Context: an optimization exercise on an open-source flow, tuned for small area, a short achievable clock period and few clock cycles per item. The choices shown serve that exercise and are no tape-out recipe.
At most, simulation tests tie the RTL to the original design; equivalence was not proved.

==> inputs of wip/ember <==
==> flow/design.v (excerpt) <==
module rational_arithmetic_unit #(
    parameter int OPERAND_WIDTH = rau_pkg::OPERAND_WIDTH_DEF
) (
    input  wire logic                       aclk,
    input  wire logic                       aresetn,
    input  wire logic                       s_valid,
    output logic                            s_ready,
    input  wire logic [rau_pkg::ACTION_WIDTH-1:0] s_action,
    input  wire logic signed [OPERAND_WIDTH-1:0] s_first_numerator,
    input  wire logic signed [OPERAND_WIDTH-1:0] s_first_denominator,
    input  wire logic signed [OPERAND_WIDTH-1:0] s_second_numerator,
    input  wire logic signed [OPERAND_WIDTH-1:0] s_second_denominator,
    output logic                            m_valid,
    input  wire logic                       m_ready,
    output logic signed [2*OPERAND_WIDTH:0] m_result_numerator,
    output logic signed [2*OPERAND_WIDTH:0] m_result_denominator,
    output logic                            m_zero_over_zero
);
  ...
clock: 10.0 ns
lec_check: 0
cap_margin: 20
core_margin: 2
core_utilization: 40
slew_margin: 20
run.sh (not shown) runs the stock make flow with config.mk's settings and CLKGATE_MAP_FILE= SYNTH_SCRIPT=/design/flow/synth_recipe.tcl, a recipe that flattens the netlist after the stock synthesis.
==> wip/maple: changes against wip/ember <==
--- a/flow/design.v
+++ b/flow/design.v
@@ -42,35 +42,40 @@
     logic       fund_reg;                 
     logic       fsub_reg;                 
     logic signed [OW-1:0] fn1_reg, fd1_reg;
     logic [OW-1:0] mb_reg, mf_reg, mc_reg;    
     logic          pb_reg, pf_reg, pc_reg;    
     logic signed [PW-1:0] accn_reg;
     logic signed [QW-1:0] accd_reg;
     logic          take;                      
-    function automatic logic signed [OW+1:0] bpp(input logic [2:0] t, input logic signed [OW-1:0] a);
-        logic signed [OW+1:0] ae;
-        ae = {{2{a[OW-1]}}, a};
-        case (t)
-            3'b001, 3'b010: bpp = ae;
-            3'b011:         bpp = ae <<< 1;
-            3'b100:         bpp = -(ae <<< 1);
-            3'b101, 3'b110: bpp = -ae;
-            default:        bpp = '0;
-        endcase
+    function automatic logic [OW+1:0] bpp(input logic [2:0] t, input logic neg_in,
+                                          input logic signed [OW-1:0] a);
+        logic [OW+1:0] ae, mag;
+        logic neg;
+        ae  = {{2{a[OW-1]}}, a};
+        mag = (t == 3'b011 || t == 3'b100) ? (ae << 1) : (t[1] ^ t[0]) ? ae : '0;
+        neg = (t[2] && !(t[1] && t[0])) ^ neg_in;
+        bpp = neg ? ~mag : mag;
     endfunction
-    logic signed [OW+1:0] ppb, ppf, ppc;
+    function automatic logic bneg(input logic [2:0] t, input logic neg_in);
+        bneg = (t[2] && !(t[1] && t[0])) ^ neg_in;
+    endfunction
+    logic [OW+1:0] ppb, ppf, ppc;
+    logic          ngb, ngf, ngc;
     logic signed [PW-1:0] sumn;
     logic signed [QW-1:0] sumd;
-    assign ppb  = bpp({mb_reg[1:0], pb_reg}, fn1_reg);
-    assign ppf  = bpp({mf_reg[1:0], pf_reg}, fd1_reg);
-    assign ppc  = bpp({mc_reg[1:0], pc_reg}, fd1_reg);
-    assign sumn = fsub_reg ? accn_reg + PW'(ppb) - PW'(ppf) : accn_reg + PW'(ppb) + PW'(ppf);
-    assign sumd = accd_reg + QW'(ppc);
+    assign ppb  = bpp({mb_reg[1:0], pb_reg}, 1'b0, fn1_reg);
+    assign ppf  = bpp({mf_reg[1:0], pf_reg}, fsub_reg, fd1_reg);
+    assign ppc  = bpp({mc_reg[1:0], pc_reg}, 1'b0, fd1_reg);
+    assign ngb  = bneg({mb_reg[1:0], pb_reg}, 1'b0);
+    assign ngf  = bneg({mf_reg[1:0], pf_reg}, fsub_reg);
+    assign ngc  = bneg({mc_reg[1:0], pc_reg}, 1'b0);
+    assign sumn = accn_reg + {{(PW-OW-2){ppb[OW+1]}}, ppb} + {{(PW-OW-2){ppf[OW+1]}}, ppf} + PW'(ngb) + PW'(ngf);
+    assign sumd = accd_reg + {{(QW-OW-2){ppc[OW+1]}}, ppc} + QW'(ngc);
     logic signed [NW-1:0] fnum;
     logic signed [DW-1:0] fden;
     assign fnum = {accn_reg[OW:0], mb_reg};
     assign fden = {accd_reg[OW-1:0], mc_reg};
     assign s_ready = (fst_reg == F_IDLE);
     always_ff @(posedge aclk) begin
         if (!aresetn) begin
             fst_reg <= F_IDLE;
@@ -139,89 +144,97 @@
     assign dxy = {1'b0, pre ? DW'(0) : x_reg[DW-1:0]} - {1'b0, y_reg};
     assign dyx = {1'b0, pre ? DW'(0) : y_reg} - {1'b0, x_reg[DW-1:0]};
     assign ge  = !dxy[NW-1];
     assign xe  = !x_reg[0];
     assign v   = xe ? x_reg[DW-1:0] : (ge ? dxy[DW-1:0] : dyx[DW-1:0]);
     assign s   = tzk(xe ? x_reg[K:0] : dxy[K:0]);
     assign c1  = (xe || ge) ? cx1_reg : cy1_reg;
     assign c2  = (xe || ge) ? cx2_reg : cy2_reg;
+    logic signed [NW-1:0] num_s;
+    logic signed [DW-1:0] den_s;
+    assign num_s = x_reg;
+    assign den_s = y_reg;
     logic [DW-1:0] ax, ay;
     logic          nzx, nzy, swap, both_even;
     logic [1:0]    sp;
     logic [NW-1:0] sn;
     logic [DW-1:0] sd;
     assign ax  = x_reg[NW-1] ? dyx[DW-1:0] : x_reg[DW-1:0];
     assign ay  = y_reg[DW-1] ? dxy[DW-1:0] : y_reg;
     assign nzx = x_reg != '0;
     assign nzy = y_reg != '0;
     assign swap = !y_reg[0] && nzx;
     assign both_even = !x_reg[0] && !y_reg[0] && nzx && nzy;
     assign sp  = tzk(x_reg[K:0] | y_reg[K:0]);
     assign sn  = x_reg[NW-1] ? '1 : NW'(1);
     assign sd  = y_reg[DW-1] ? '1 : DW'(1);
     logic done;
     assign done = (cst_reg == C_RUN) && (x_reg == '0);
-    assign take = (fst_reg == F_DONE) && ((cst_reg == C_IDLE) || (done && m_ready));
-    assign m_valid = done;
+    logic pend_reg;
+    assign take = (fst_reg == F_DONE) && ((cst_reg == C_IDLE) || done);
+    assign m_valid = done || pend_reg;
     always_comb begin
         cst_next = cst_reg;
         x_next = x_reg; y_next = y_reg;
         cx1_next = cx1_reg; cx2_next = cx2_reg; cy1_next = cy1_reg; cy2_next = cy2_reg;
         zoz_next = zoz_reg; und_next = und_reg;
         case (cst_reg)
             C_IDLE: ;
             C_PRE: begin
-                if (und_reg) begin
+                if (pend_reg) begin
+                end else if (und_reg) begin
                     zoz_next = 1'b0;
                     x_next = '0; cy1_next = '0; cy2_next = '0;
                     cst_next = C_RUN;
                 end else if (both_even) begin
-                    x_next = NW'($signed(x_reg) >>> sp);
-                    y_next = DW'($signed(y_reg) >>> sp);
+                    x_next = num_s >>> sp;
+                    y_next = den_s >>> sp;
                 end else begin
                     cst_next = C_RUN;
                     zoz_next = 1'b0;
                     if (!nzx && !nzy) begin
                         zoz_next = 1'b1;
                         x_next = '0; cy1_next = '0; cy2_next = '0;
                     end else if (!swap) begin
                         x_next = NW'(ax); y_next = ay;
                         cx1_next = sn; cx2_next = '0; cy1_next = '0; cy2_next = sd;
                     end else begin
                         x_next = NW'(ay); y_next = ax;
                         cx1_next = '0; cx2_next = sd; cy1_next = sn; cy2_next = '0;
                     end
                 end
             end
             C_RUN: begin
-                if (x_reg == '0) begin
-                    if (m_ready) cst_next = C_IDLE;
-                end else begin
-                    x_next = NW'(v >> s);
-                    if (!xe && !ge) y_next = x_reg[DW-1:0];
-                    cx1_next = c1 << s;
-                    cx2_next = c2 << s;
-                    if (!xe) begin
-                        cy1_next = cx1_reg + cy1_reg;
-                        cy2_next = cx2_reg + cy2_reg;
-                    end
+                if (done && m_ready) cst_next = C_IDLE;
+                x_next = NW'(v >> s);
+                if (!xe && !ge) y_next = x_reg[DW-1:0];
+                cx1_next = c1 << s;
+                cx2_next = c2 << s;
+                if (!xe) begin
+                    cy1_next = cx1_reg + cy1_reg;
+                    cy2_next = cx2_reg + cy2_reg;
                 end
             end
             default: cst_next = C_IDLE;
         endcase
         if (take) begin
             x_next = fnum; y_next = fden; und_next = fund_reg;
             cst_next = C_PRE;
         end
     end
     always_ff @(posedge aclk) begin
-        if (!aresetn) cst_reg <= C_IDLE;
-        else          cst_reg <= cst_next;
+        if (!aresetn) begin
+            cst_reg  <= C_IDLE;
+            pend_reg <= 1'b0;
+        end else begin
+            cst_reg  <= cst_next;
+            pend_reg <= m_valid && !m_ready;
+        end
         x_reg <= x_next; y_reg <= y_next;
         cx1_reg <= cx1_next; cx2_reg <= cx2_next; cy1_reg <= cy1_next; cy2_reg <= cy2_next;
         zoz_reg <= zoz_next; und_reg <= und_next;
     end
     assign m_result_numerator   = cy1_reg;
-    assign m_result_denominator = NW'($signed(cy2_reg));
+    assign m_result_denominator = {cy2_reg[DW-1], cy2_reg};
     assign m_zero_over_zero     = zoz_reg;
 endmodule
 `default_nettype wire
Settings changed: ABC_CLOCK_PERIOD_IN_PS set to 4000, SETUP_SLACK_MARGIN set to 5.
==> summary.txt <==
Distinct cells, synth: 95
GRT Util Overall: 24.72%
Most frequent cells after synthesis: 406 x nor2_1, 399 x nand2_1, 341 x o21ai_0, 324 x a21oi_1, 279 x edfxtp_1
# rows: 100
Status: finished clean
Area occupied by multi-input gates: 19180 um^2
Source of the figures above: wip/maple

==> summary.txt <==
Status: finished clean
H-tree levels: 2
GRT Util Overall: 25.97%
Worst setup margin: 3.676 ns
WL met2: 48320 um
XOR/XNOR Fraction of Synth Area: 5.641%
Distinct cells, synth: 92
GRT met1 Usage: 35.62%
Source of the figures above: wip/ember

Testbench counts of wip/maple, summed over its fixed seeds: cycles 28,806, items 1,500.
For wip/ember, only the layout was checked, not whether the RTL still works.


==> inputs of v38 <==
==> flow/design.v <==
`default_nettype none
package rau_pkg;
    localparam int OPERAND_WIDTH_DEF = 16;
    localparam int ACTION_WIDTH = 3;
    localparam logic [ACTION_WIDTH-1:0] ACT_ADD = 3'd0;
    localparam logic [ACTION_WIDTH-1:0] ACT_SUB = 3'd1;
    localparam logic [ACTION_WIDTH-1:0] ACT_MUL = 3'd2;
    localparam logic [ACTION_WIDTH-1:0] ACT_DIV = 3'd3;
    localparam logic [ACTION_WIDTH-1:0] ACT_INC = 3'd4;
    localparam logic [ACTION_WIDTH-1:0] ACT_DEC = 3'd5;
endpackage
`default_nettype wire
`default_nettype none
import rau_pkg::*;
module rational_arithmetic_unit #(
    parameter int OPERAND_WIDTH = rau_pkg::OPERAND_WIDTH_DEF
) (
    input  wire logic                       aclk,
    input  wire logic                       aresetn,
    input  wire logic                       s_valid,
    output logic                            s_ready,
    input  wire logic [rau_pkg::ACTION_WIDTH-1:0] s_action,
    input  wire logic signed [OPERAND_WIDTH-1:0] s_first_numerator,
    input  wire logic signed [OPERAND_WIDTH-1:0] s_first_denominator,
    input  wire logic signed [OPERAND_WIDTH-1:0] s_second_numerator,
    input  wire logic signed [OPERAND_WIDTH-1:0] s_second_denominator,
    output logic                            m_valid,
    input  wire logic                       m_ready,
    output logic signed [2*OPERAND_WIDTH:0] m_result_numerator,
    output logic signed [2*OPERAND_WIDTH:0] m_result_denominator,
    output logic                            m_zero_over_zero
);
    localparam int OW = OPERAND_WIDTH;    
    localparam int NW = 2 * OW + 1;       
    localparam int DW = 2 * OW;           
    localparam int PW = OW + 4;           
    localparam int QW = OW + 3;           
    localparam int K  = 4;                
    function automatic logic [2:0] tzk(input logic [K:0] v);
        tzk = K[2:0];
        for (int i = K - 1; i >= 1; i = i - 1)
            if (v[i]) tzk = i[2:0];
    endfunction
    typedef enum logic [1:0] {F_IDLE, F_MUL, F_FIX, F_DONE} fst_t;
    fst_t fst_reg;
    logic [2:0] cnt_reg;
    logic       fund_reg;                 
    logic       fsub_reg;                 
    logic       fq_reg;                   
    logic       fdf_reg;                  
    logic       fsd_reg;                  
    logic       fsn_reg;                  
    logic       fnzn_reg, fnzd_reg;       
    logic signed [OW-1:0] fn1_reg, fd1_reg;
    logic [OW-1:0] mb_reg, mf_reg;
    logic signed [PW-1:0] accn_reg;
    logic signed [QW-1:0] accd_reg;
    logic          take;                  
    function automatic logic [2:0] bdec(input logic [2:0] t, input logic neg_in);
        logic one, two, neg;
        one = t[1] ^ t[0];
        two = (t == 3'b011) || (t == 3'b100);
        neg = (t[2] && !(t[1] && t[0])) ^ neg_in;
        bdec = {neg, two, one};
    endfunction
    function automatic logic [OW+1:0] bpp(input logic [2:0] d, input logic signed [OW-1:0] a);
        logic [OW+1:0] ae;
        ae  = {{2{a[OW-1]}}, a};
        bpp = ((d[0] ? ae : '0) | (d[1] ? (ae << 1) : '0)) ^ {(OW+2){d[2]}};
    endfunction
    logic [2:0]    db_reg, dn_reg, dc_reg;    
    logic [2:0]    tb_nx, tf_nx;
    logic [OW+1:0] ppb, ppf, ppc;
    logic signed [PW-1:0] sumn;
    logic signed [QW-1:0] sumd;
    assign tb_nx = {mb_reg[3:2], mb_reg[1]};
    assign tf_nx = {mf_reg[3:2], mf_reg[1]};
    assign ppb  = bpp(db_reg, fn1_reg);
    assign ppf  = bpp(dn_reg, fd1_reg);
    assign ppc  = bpp(dc_reg, fd1_reg);
    assign sumn = accn_reg + {{(PW-OW-2){ppb[OW+1]}}, ppb} + {{(PW-OW-2){ppf[OW+1]}}, ppf}
                  + PW'(db_reg[2]) + PW'(dn_reg[2]);
    assign sumd = accd_reg + {{(QW-OW-2){ppc[OW+1]}}, ppc} + QW'(dc_reg[2]);
    logic          q_in, sub_in, df_in;
    logic [OW-1:0] b_in, f_in;
    assign q_in   = !(s_action == ACT_MUL || s_action == ACT_DIV);
    assign df_in  = s_action == ACT_MUL || s_action == ACT_DIV;
    assign sub_in = s_action[0];
    always_comb begin
        case (s_action)
            ACT_ADD, ACT_SUB, ACT_DIV: begin b_in = s_second_denominator; f_in = s_second_numerator; end
            ACT_MUL:                   begin b_in = s_second_numerator; f_in = s_second_denominator; end
            default:                   begin b_in = OW'(1); f_in = OW'(1); end
        endcase
    end
    logic [NW-1:0] fnum, fnum_neg;
    logic [DW-1:0] fan, fad;
    assign fnum     = {accn_reg[OW:0], mb_reg};
    assign fnum_neg = ~fnum + NW'(1);
    assign fan      = {accn_reg[OW-1:0], mb_reg};
    assign fad      = {accd_reg[OW-1:0], mf_reg};
    logic          fboth_even;
    logic [DW-1:0] fan_sh, fad_sh;
    assign fboth_even = !mb_reg[0] && !mf_reg[0] && fnzn_reg && fnzd_reg;
    assign fan_sh     = fan >> 1;
    assign fad_sh     = fad >> 1;
    logic sd_in;
    always_comb begin
        case (s_action)
            ACT_DIV:          sd_in = s_first_denominator[OW-1] ^ s_second_numerator[OW-1];
            ACT_INC, ACT_DEC: sd_in = s_first_denominator[OW-1];
            default:          sd_in = s_first_denominator[OW-1] ^ s_second_denominator[OW-1];
        endcase
    end
    assign s_ready = (fst_reg == F_IDLE);
    always_ff @(posedge aclk) begin
        if (!aresetn) begin
            fst_reg <= F_IDLE;
        end else begin
            case (fst_reg)
                F_IDLE: if (s_valid) fst_reg <= (s_action[2] && s_action[1]) ? F_DONE : F_MUL;
                F_MUL:  if (cnt_reg == 3'd7) fst_reg <= F_FIX;
                F_FIX:  fst_reg <= F_DONE;
                F_DONE: if (take) fst_reg <= F_IDLE;
                default: fst_reg <= F_IDLE;
            endcase
        end
        case (fst_reg)
            F_IDLE: begin
                fn1_reg  <= s_first_numerator;
                fd1_reg  <= s_first_denominator;
                fund_reg <= s_action[2] && s_action[1];
                fsub_reg <= sub_in;
                fq_reg   <= q_in;
                fdf_reg  <= df_in;
                fsd_reg  <= sd_in;
                mb_reg   <= b_in;
                mf_reg   <= f_in;
                db_reg   <= bdec({b_in[1:0], 1'b0}, 1'b0);
                dn_reg   <= q_in ? bdec({f_in[1:0], 1'b0}, sub_in) : {sub_in, 2'b00};
                dc_reg   <= bdec(df_in ? {f_in[1:0], 1'b0} : {b_in[1:0], 1'b0}, sd_in);
                accn_reg <= '0; accd_reg <= '0;
                cnt_reg <= '0;
                fnzn_reg <= 1'b0; fnzd_reg <= 1'b0; fsn_reg <= 1'b0;
            end
            F_MUL: begin
                accn_reg <= sumn >>> 2;
                accd_reg <= sumd >>> 2;
                mb_reg <= {sumn[1:0], mb_reg[OW-1:2]};
                mf_reg <= {sumd[1:0], mf_reg[OW-1:2]};
                db_reg <= bdec(tb_nx, 1'b0);
                dn_reg <= fq_reg ? bdec(tf_nx, fsub_reg) : {fsub_reg, 2'b00};
                dc_reg <= bdec(fdf_reg ? tf_nx : tb_nx, fsd_reg);
                cnt_reg <= cnt_reg + 3'd1;
            end
            F_FIX: begin
                fsn_reg  <= fnum[NW-1];
                fnzn_reg <= fnum != '0;
                fnzd_reg <= fad != '0;
                if (fnum[NW-1]) {accn_reg[OW:0], mb_reg} <= fnum_neg;
            end
            F_DONE: begin
                if (fboth_even) begin
                    {accn_reg[OW-1:0], mb_reg} <= fan_sh;
                    {accd_reg[OW-1:0], mf_reg} <= fad_sh;
                end
            end
            default: ;
        endcase
    end
    logic          run_reg;               
    logic [DW-1:0] x_reg, x_next;
    logic [DW-1:0] y_reg, y_next;
    logic [NW-1:0] cx1_reg, cx1_next, cy1_reg, cy1_next;
    logic [DW-1:0] cx2_reg, cx2_next, cy2_reg, cy2_next;
    logic          zoz_reg, zoz_next;
    logic          zx_reg, zx_next;       
    logic [NW-1:0] dxy, dyx;
    logic          ge, xe;
    logic [DW-1:0] v;
    logic [2:0]    s;
    logic [NW-1:0] c1;
    logic [DW-1:0] c2;
    assign dxy = {1'b0, x_reg} - {1'b0, y_reg};
    assign dyx = {1'b0, y_reg} - {1'b0, x_reg};
    assign ge  = !dxy[NW-1];
    assign xe  = !x_reg[0];
    assign v   = xe ? x_reg : (ge ? dxy[DW-1:0] : dyx[DW-1:0]);
    assign s   = tzk(xe ? x_reg[K:0] : dxy[K:0]);
    assign c1  = (xe || ge) ? cx1_reg : cy1_reg;
    assign c2  = (xe || ge) ? cx2_reg : cy2_reg;
    logic          swap, zoz_in, zero_in;
    logic [NW-1:0] sn;
    logic [DW-1:0] sd;
    assign swap    = !fad[0] && fnzn_reg;
    assign zoz_in  = !fund_reg && !fnzn_reg && !fnzd_reg;
    assign zero_in = fund_reg || (swap ? !fnzd_reg : !fnzn_reg);
    assign sn      = fsn_reg ? '1 : NW'(1);
    assign sd      = fsd_reg ? '1 : DW'(1);
    logic done;
    assign done    = run_reg && zx_reg;
    assign m_valid = done;
    assign take    = (fst_reg == F_DONE) && !fboth_even && (!run_reg || (done && m_ready));
    always_comb begin
        x_next = v >> s;
        y_next = (!xe && !ge) ? x_reg : y_reg;
        cx1_next = c1 << s;
        cx2_next = c2 << s;
        cy1_next = xe ? cy1_reg : cx1_reg + cy1_reg;
        cy2_next = xe ? cy2_reg : cx2_reg + cy2_reg;
        zx_next = zx_reg || (x_reg[0] && x_reg == y_reg);
        zoz_next = zoz_reg;
        if (take) begin
            zoz_next = zoz_in;
            zx_next  = zero_in || zoz_in;
            if (fund_reg || zoz_in) begin
                x_next = '0; cy1_next = '0; cy2_next = '0;
            end else if (!swap) begin
                x_next = fan; y_next = fad;
                cx1_next = sn; cx2_next = '0; cy1_next = '0; cy2_next = sd;
            end else begin
                x_next = fad; y_next = fan;
                cx1_next = '0; cx2_next = sd; cy1_next = sn; cy2_next = '0;
            end
        end
    end
    always_ff @(posedge aclk) begin
        if (!aresetn) begin
            run_reg <= 1'b0;
        end else begin
            if (take)                run_reg <= 1'b1;
            else if (done && m_ready) run_reg <= 1'b0;
        end
        x_reg <= x_next; y_reg <= y_next;
        cx1_reg <= cx1_next; cx2_reg <= cx2_next; cy1_reg <= cy1_next; cy2_reg <= cy2_next;
        zoz_reg <= zoz_next; zx_reg <= zx_next;
    end
    assign m_result_numerator   = cy1_reg;
    assign m_result_denominator = {cy2_reg[DW-1], cy2_reg};
    assign m_zero_over_zero     = zoz_reg;
endmodule
`default_nettype wire
==> flow/flow/run.sh <==
#!/bin/bash
set -e
export SETUP_SLACK_MARGIN=6
bash standard.sh > standard.log 2>&1
==> flow/standard.sh <==
#!/bin/bash
# synth_recipe.tcl (not shown) runs the flow's synth.tcl, then flattens the netlist and writes it again
# the make line also repeats each setting of config.mk as NAME=value (left out here)
make -C /OpenROAD-flow-scripts/flow DESIGN_CONFIG=/design/flow/config.mk WORK_HOME=/design/flow/orfs CLKGATE_MAP_FILE= SYNTH_SCRIPT=/design/flow/synth_recipe.tcl "${@:-finish}"
==> flow/config.mk <==
export PLATFORM = sky130hd
export DESIGN_NAME = rational_arithmetic_unit
export DESIGN_NICKNAME = rational_arithmetic_unit
export VERILOG_FILES = /design/flow/design.v
export SDC_FILE = /design/flow/constraint.sdc
export NUM_CORES = 4
export LEC_CHECK = 0
export ABC_CLOCK_PERIOD_IN_PS = 4000
export CAP_MARGIN = 20
export CORE_MARGIN = 2
export CORE_UTILIZATION = 40
export SLEW_MARGIN = 20
==> flow/constraint.sdc <==
create_clock -name core_clock -period 10.0 [get_ports {aclk}]
set_input_delay 2.0000 -clock core_clock [delete_from_list [all_inputs] [get_ports {aclk}]]
set_output_delay 2.0000 -clock core_clock [all_outputs]
set_load 0.01 [all_outputs]
==> v3: changes against v38 <==
--- a/flow/design.v
+++ b/flow/design.v
@@ -37,7 +37,7 @@
     localparam int QW = OW + 3;           
-    localparam int K  = 4;                
-    function automatic logic [2:0] tzk(input logic [K:0] v);
-        tzk = K[2:0];
+    localparam int K  = 3;                
+    function automatic logic [1:0] tzk(input logic [K:0] v);
+        tzk = K[1:0];
         for (int i = K - 1; i >= 1; i = i - 1)
-            if (v[i]) tzk = i[2:0];
+            if (v[i]) tzk = i[1:0];
     endfunction
@@ -180,3 +180,3 @@
     logic [DW-1:0] v;
-    logic [2:0]    s;
+    logic [1:0]    s;
     logic [NW-1:0] c1;
==> flow/flow/run.sh (replaced) <==
#!/bin/bash
set -e
export SETUP_SLACK_MARGIN=6.4
bash standard.sh > standard.log 2>&1
==> v13: changes against v38 <==
--- a/flow/design.v
+++ b/flow/design.v
@@ -37,7 +37,7 @@
     localparam int QW = OW + 3;           
-    localparam int K  = 4;                
-    function automatic logic [2:0] tzk(input logic [K:0] v);
-        tzk = K[2:0];
+    localparam int K  = 3;                
+    function automatic logic [1:0] tzk(input logic [K:0] v);
+        tzk = K[1:0];
         for (int i = K - 1; i >= 1; i = i - 1)
-            if (v[i]) tzk = i[2:0];
+            if (v[i]) tzk = i[1:0];
     endfunction
@@ -55,2 +55,3 @@
     logic [OW-1:0] mb_reg, mf_reg;
+    logic          pb_reg, pf_reg;        
     logic signed [PW-1:0] accn_reg;
@@ -58,39 +59,31 @@
     logic          take;                  
-    function automatic logic [2:0] bdec(input logic [2:0] t, input logic neg_in);
-        logic one, two, neg;
-        one = t[1] ^ t[0];
-        two = (t == 3'b011) || (t == 3'b100);
+    function automatic logic [OW+1:0] bpp(input logic [2:0] t, input logic neg_in,
+                                          input logic signed [OW-1:0] a);
+        logic [OW+1:0] ae, mag;
+        logic neg;
+        ae  = {{2{a[OW-1]}}, a};
+        mag = (t == 3'b011 || t == 3'b100) ? (ae << 1) : (t[1] ^ t[0]) ? ae : '0;
         neg = (t[2] && !(t[1] && t[0])) ^ neg_in;
-        bdec = {neg, two, one};
+        bpp = neg ? ~mag : mag;
     endfunction
-    function automatic logic [OW+1:0] bpp(input logic [2:0] d, input logic signed [OW-1:0] a);
-        logic [OW+1:0] ae;
-        ae  = {{2{a[OW-1]}}, a};
-        bpp = ((d[0] ? ae : '0) | (d[1] ? (ae << 1) : '0)) ^ {(OW+2){d[2]}};
+    function automatic logic bneg(input logic [2:0] t, input logic neg_in);
+        bneg = (t[2] && !(t[1] && t[0])) ^ neg_in;
     endfunction
-    logic [2:0]    db_reg, dn_reg, dc_reg;    
-    logic [2:0]    tb_nx, tf_nx;
+    logic [2:0]    tb, tf, tn, tc;
     logic [OW+1:0] ppb, ppf, ppc;
+    logic          ngb, ngf, ngc;
     logic signed [PW-1:0] sumn;
     logic signed [QW-1:0] sumd;
-    assign tb_nx = {mb_reg[3:2], mb_reg[1]};
-    assign tf_nx = {mf_reg[3:2], mf_reg[1]};
-    assign ppb  = bpp(db_reg, fn1_reg);
-    assign ppf  = bpp(dn_reg, fd1_reg);
-    assign ppc  = bpp(dc_reg, fd1_reg);
-    assign sumn = accn_reg + {{(PW-OW-2){ppb[OW+1]}}, ppb} + {{(PW-OW-2){ppf[OW+1]}}, ppf}
-                  + PW'(db_reg[2]) + PW'(dn_reg[2]);
-    assign sumd = accd_reg + {{(QW-OW-2){ppc[OW+1]}}, ppc} + QW'(dc_reg[2]);
-    logic          q_in, sub_in, df_in;
-    logic [OW-1:0] b_in, f_in;
-    assign q_in   = !(s_action == ACT_MUL || s_action == ACT_DIV);
-    assign df_in  = s_action == ACT_MUL || s_action == ACT_DIV;
-    assign sub_in = s_action[0];
-    always_comb begin
-        case (s_action)
-            ACT_ADD, ACT_SUB, ACT_DIV: begin b_in = s_second_denominator; f_in = s_second_numerator; end
-            ACT_MUL:                   begin b_in = s_second_numerator; f_in = s_second_denominator; end
-            default:                   begin b_in = OW'(1); f_in = OW'(1); end
-        endcase
-    end
+    assign tb   = {mb_reg[1:0], pb_reg};
+    assign tf   = {mf_reg[1:0], pf_reg};
+    assign tn   = fq_reg ? tf : 3'b000;
+    assign tc   = fdf_reg ? tf : tb;
+    assign ppb  = bpp(tb, 1'b0, fn1_reg);
+    assign ppf  = bpp(tn, fsub_reg, fd1_reg);
+    assign ppc  = bpp(tc, fsd_reg, fd1_reg);
+    assign ngb  = bneg(tb, 1'b0);
+    assign ngf  = bneg(tn, fsub_reg);
+    assign ngc  = bneg(tc, fsd_reg);
+    assign sumn = accn_reg + {{(PW-OW-2){ppb[OW+1]}}, ppb} + {{(PW-OW-2){ppf[OW+1]}}, ppf} + PW'(ngb) + PW'(ngf);
+    assign sumd = accd_reg + {{(QW-OW-2){ppc[OW+1]}}, ppc} + QW'(ngc);
     logic [NW-1:0] fnum, fnum_neg;
@@ -102,6 +95,8 @@
     logic          fboth_even;
+    logic [1:0]    fsp;
     logic [DW-1:0] fan_sh, fad_sh;
     assign fboth_even = !mb_reg[0] && !mf_reg[0] && fnzn_reg && fnzd_reg;
-    assign fan_sh     = fan >> 1;
-    assign fad_sh     = fad >> 1;
+    assign fsp        = tzk(mb_reg[K:0] | mf_reg[K:0]);
+    assign fan_sh     = fan >> fsp;
+    assign fad_sh     = fad >> fsp;
     logic sd_in;
@@ -132,11 +127,18 @@
                 fund_reg <= s_action[2] && s_action[1];
-                fsub_reg <= sub_in;
-                fq_reg   <= q_in;
-                fdf_reg  <= df_in;
+                fsub_reg <= s_action[0];
+                fq_reg   <= !(s_action == ACT_MUL || s_action == ACT_DIV);
+                fdf_reg  <= s_action == ACT_MUL || s_action == ACT_DIV;
                 fsd_reg  <= sd_in;
-                mb_reg   <= b_in;
-                mf_reg   <= f_in;
-                db_reg   <= bdec({b_in[1:0], 1'b0}, 1'b0);
-                dn_reg   <= q_in ? bdec({f_in[1:0], 1'b0}, sub_in) : {sub_in, 2'b00};
-                dc_reg   <= bdec(df_in ? {f_in[1:0], 1'b0} : {b_in[1:0], 1'b0}, sd_in);
+                case (s_action)
+                    ACT_ADD, ACT_SUB, ACT_DIV: begin
+                        mb_reg <= s_second_denominator; mf_reg <= s_second_numerator;
+                    end
+                    ACT_MUL: begin
+                        mb_reg <= s_second_numerator; mf_reg <= s_second_denominator;
+                    end
+                    default: begin
+                        mb_reg <= OW'(1); mf_reg <= OW'(1);
+                    end
+                endcase
+                pb_reg <= 1'b0; pf_reg <= 1'b0;
                 accn_reg <= '0; accd_reg <= '0;
@@ -150,5 +152,3 @@
                 mf_reg <= {sumd[1:0], mf_reg[OW-1:2]};
-                db_reg <= bdec(tb_nx, 1'b0);
-                dn_reg <= fq_reg ? bdec(tf_nx, fsub_reg) : {fsub_reg, 2'b00};
-                dc_reg <= bdec(fdf_reg ? tf_nx : tb_nx, fsd_reg);
+                pb_reg <= mb_reg[1]; pf_reg <= mf_reg[1];
                 cnt_reg <= cnt_reg + 3'd1;
@@ -180,3 +180,3 @@
     logic [DW-1:0] v;
-    logic [2:0]    s;
+    logic [1:0]    s;
     logic [NW-1:0] c1;
==> flow/run.sh (new file) <==
#!/bin/bash
# synth_recipe.tcl (not shown) runs the flow's synth.tcl, then flattens the netlist and writes it again
# the make line also repeats each setting of config.mk as NAME=value (left out here)
make -C /OpenROAD-flow-scripts/flow DESIGN_CONFIG=/design/flow/config.mk WORK_HOME=/design/flow/orfs CLKGATE_MAP_FILE= SYNTH_SCRIPT=/design/flow/synth_recipe.tcl finish
--- a/flow/config.mk
+++ b/flow/config.mk
@@ -11,2 +11,3 @@
 export CORE_UTILIZATION = 40
+export SETUP_SLACK_MARGIN = 5
 export SLEW_MARGIN = 20
removed: flow/flow/run.sh
removed: flow/standard.sh
==> v15: changes against v38 <==
--- a/flow/design.v
+++ b/flow/design.v
@@ -43,3 +43,3 @@
     endfunction
-    typedef enum logic [1:0] {F_IDLE, F_MUL, F_FIX, F_DONE} fst_t;
+    typedef enum logic [2:0] {F_IDLE, F_SET, F_MUL, F_FIX, F_DONE} fst_t;
     fst_t fst_reg;
@@ -83,12 +83,19 @@
     assign sumd = accd_reg + {{(QW-OW-2){ppc[OW+1]}}, ppc} + QW'(dc_reg[2]);
-    logic          q_in, sub_in, df_in;
+    logic [ACTION_WIDTH-1:0] act_reg;
+    logic          q_in, sub_in, df_in, und_in, sd_in;
     logic [OW-1:0] b_in, f_in;
-    assign q_in   = !(s_action == ACT_MUL || s_action == ACT_DIV);
-    assign df_in  = s_action == ACT_MUL || s_action == ACT_DIV;
-    assign sub_in = s_action[0];
+    assign und_in = act_reg[2] && act_reg[1];
+    assign q_in   = !(act_reg == ACT_MUL || act_reg == ACT_DIV);
+    assign df_in  = act_reg == ACT_MUL || act_reg == ACT_DIV;
+    assign sub_in = act_reg[0];
     always_comb begin
-        case (s_action)
-            ACT_ADD, ACT_SUB, ACT_DIV: begin b_in = s_second_denominator; f_in = s_second_numerator; end
-            ACT_MUL:                   begin b_in = s_second_numerator; f_in = s_second_denominator; end
+        case (act_reg)
+            ACT_ADD, ACT_SUB, ACT_DIV: begin b_in = mb_reg; f_in = mf_reg; end
+            ACT_MUL:                   begin b_in = mf_reg; f_in = mb_reg; end
             default:                   begin b_in = OW'(1); f_in = OW'(1); end
+        endcase
+        case (act_reg)
+            ACT_DIV:          sd_in = fd1_reg[OW-1] ^ mf_reg[OW-1];
+            ACT_INC, ACT_DEC: sd_in = fd1_reg[OW-1];
+            default:          sd_in = fd1_reg[OW-1] ^ mb_reg[OW-1];
         endcase
@@ -106,10 +113,2 @@
     assign fad_sh     = fad >> 1;
-    logic sd_in;
-    always_comb begin
-        case (s_action)
-            ACT_DIV:          sd_in = s_first_denominator[OW-1] ^ s_second_numerator[OW-1];
-            ACT_INC, ACT_DEC: sd_in = s_first_denominator[OW-1];
-            default:          sd_in = s_first_denominator[OW-1] ^ s_second_denominator[OW-1];
-        endcase
-    end
     assign s_ready = (fst_reg == F_IDLE);
@@ -120,3 +119,4 @@
             case (fst_reg)
-                F_IDLE: if (s_valid) fst_reg <= (s_action[2] && s_action[1]) ? F_DONE : F_MUL;
+                F_IDLE: if (s_valid) fst_reg <= F_SET;
+                F_SET:  fst_reg <= und_in ? F_DONE : F_MUL;
                 F_MUL:  if (cnt_reg == 3'd7) fst_reg <= F_FIX;
@@ -131,3 +131,8 @@
                 fd1_reg  <= s_first_denominator;
-                fund_reg <= s_action[2] && s_action[1];
+                mb_reg   <= s_second_denominator;
+                mf_reg   <= s_second_numerator;
+                act_reg  <= s_action;
+            end
+            F_SET: begin
+                fund_reg <= und_in;
                 fsub_reg <= sub_in;
==> flow/flow/run.sh (replaced) <==
#!/bin/bash
set -e
export SETUP_SLACK_MARGIN=6.4
bash standard.sh > standard.log 2>&1
==> results_dict.tcl <==
set metrics [dict create \
    status "complete, no violations" \
    multi_input_gates 2563 \
    layout_commonest_cell "a21oi_1" \
    final_area_mm2 0.0308 \
    wl_per_cell_um 20.2 \
    grt_util_met1_pct 30.6 \
]
The numbers above come from v13.

==> results_dict.tcl <==
set metrics [dict create \
    multi_input_gates 2162 \
    yosysMostFrequentCell "nor2_1" \
    crit_arrival_ns 4.00 \
    status "complete, no violations" \
    min_to "fst_reg[1]" \
]
The numbers above come from v3.

==> results_dict.tcl <==
set metrics [dict create \
    status "complete, no violations" \
    drc 0 \
    cts_sinks 318 \
    wl_per_cell_um 23.2 \
    grt_util_met1_pct 37.0 \
]
The numbers above come from v38.

==> results_dict.tcl <==
set metrics [dict create \
    grt_util_met1_pct 34.7 \
    multi_input_gates 2303 \
    layout_commonest_cell "o21ai_0" \
    status "complete, no violations" \
    final_area_mm2 0.0334 \
    wl_per_cell_um 23.2 \
]
The numbers above come from v15.

Testbench counts of v38, summed over its fixed seeds: cycles 25,700, items 1,500.
Testbench counts of v3, summed over its fixed seeds: cycles 27,044, items 1,500.
Testbench counts of v13, summed over its fixed seeds: cycles 26,948, items 1,500.
Testbench counts of v15, summed over its fixed seeds: cycles 26,038, items 1,500.

afterwards: timing with drivers on the ports:
The flow's constraints put no driver on any port. The routed layouts listed below were extracted and timed again, unchanged, in two steps. Step 1: set_driving_cell puts a clkbuf_16 on aclk and a buf_2 on each other input, an assumption about the parent block. Step 2, shift: input delay + t, output delay - t, t = (earliest + latest rising clock arrival at the registers) / 2. This alone moves slack from input paths to output paths. Three values: ideal, step 1, step 2; two values: the first two.
| run | shift t [ns] | setup slack, ns | hold slack, ns | worst setup path after step 2 | pins driven straight from the clock port |
|---|---|---|---|---|---|
| wip/ember | 0.645 | 3.676 / 3.676 / 3.676 | 0.425 / 0.425 / 0.425 | register to register | 1 |
| wip/maple | 0.643 | 4.988 / 4.922 / 5.156 | 0.464 / 0.464 / 0.464 | register to register | 1 |
| v38 | 0.627 | 6.045 / 6.045 / 5.510 | 0.565 / 0.565 / 0.565 | input to register | 1 |
| v3 | 0.617 | 6.319 / 6.319 / 5.883 | 0.548 / 0.548 / 0.548 | input to register | 1 |
| v13 | 0.633 | 5.116 / 5.155 / 4.522 | 0.555 / 0.555 / 0.555 | input to register | 1 |
| v15 | 0.633 | 6.116 / 6.116 / 6.116 | 0.551 / 0.551 / 0.551 | register to register | 1 |
After both steps setup and hold are still met in every run listed. The setup slack of v13, which loses most, moves by +0.039 ns with the drivers and by -0.594 ns with both steps.
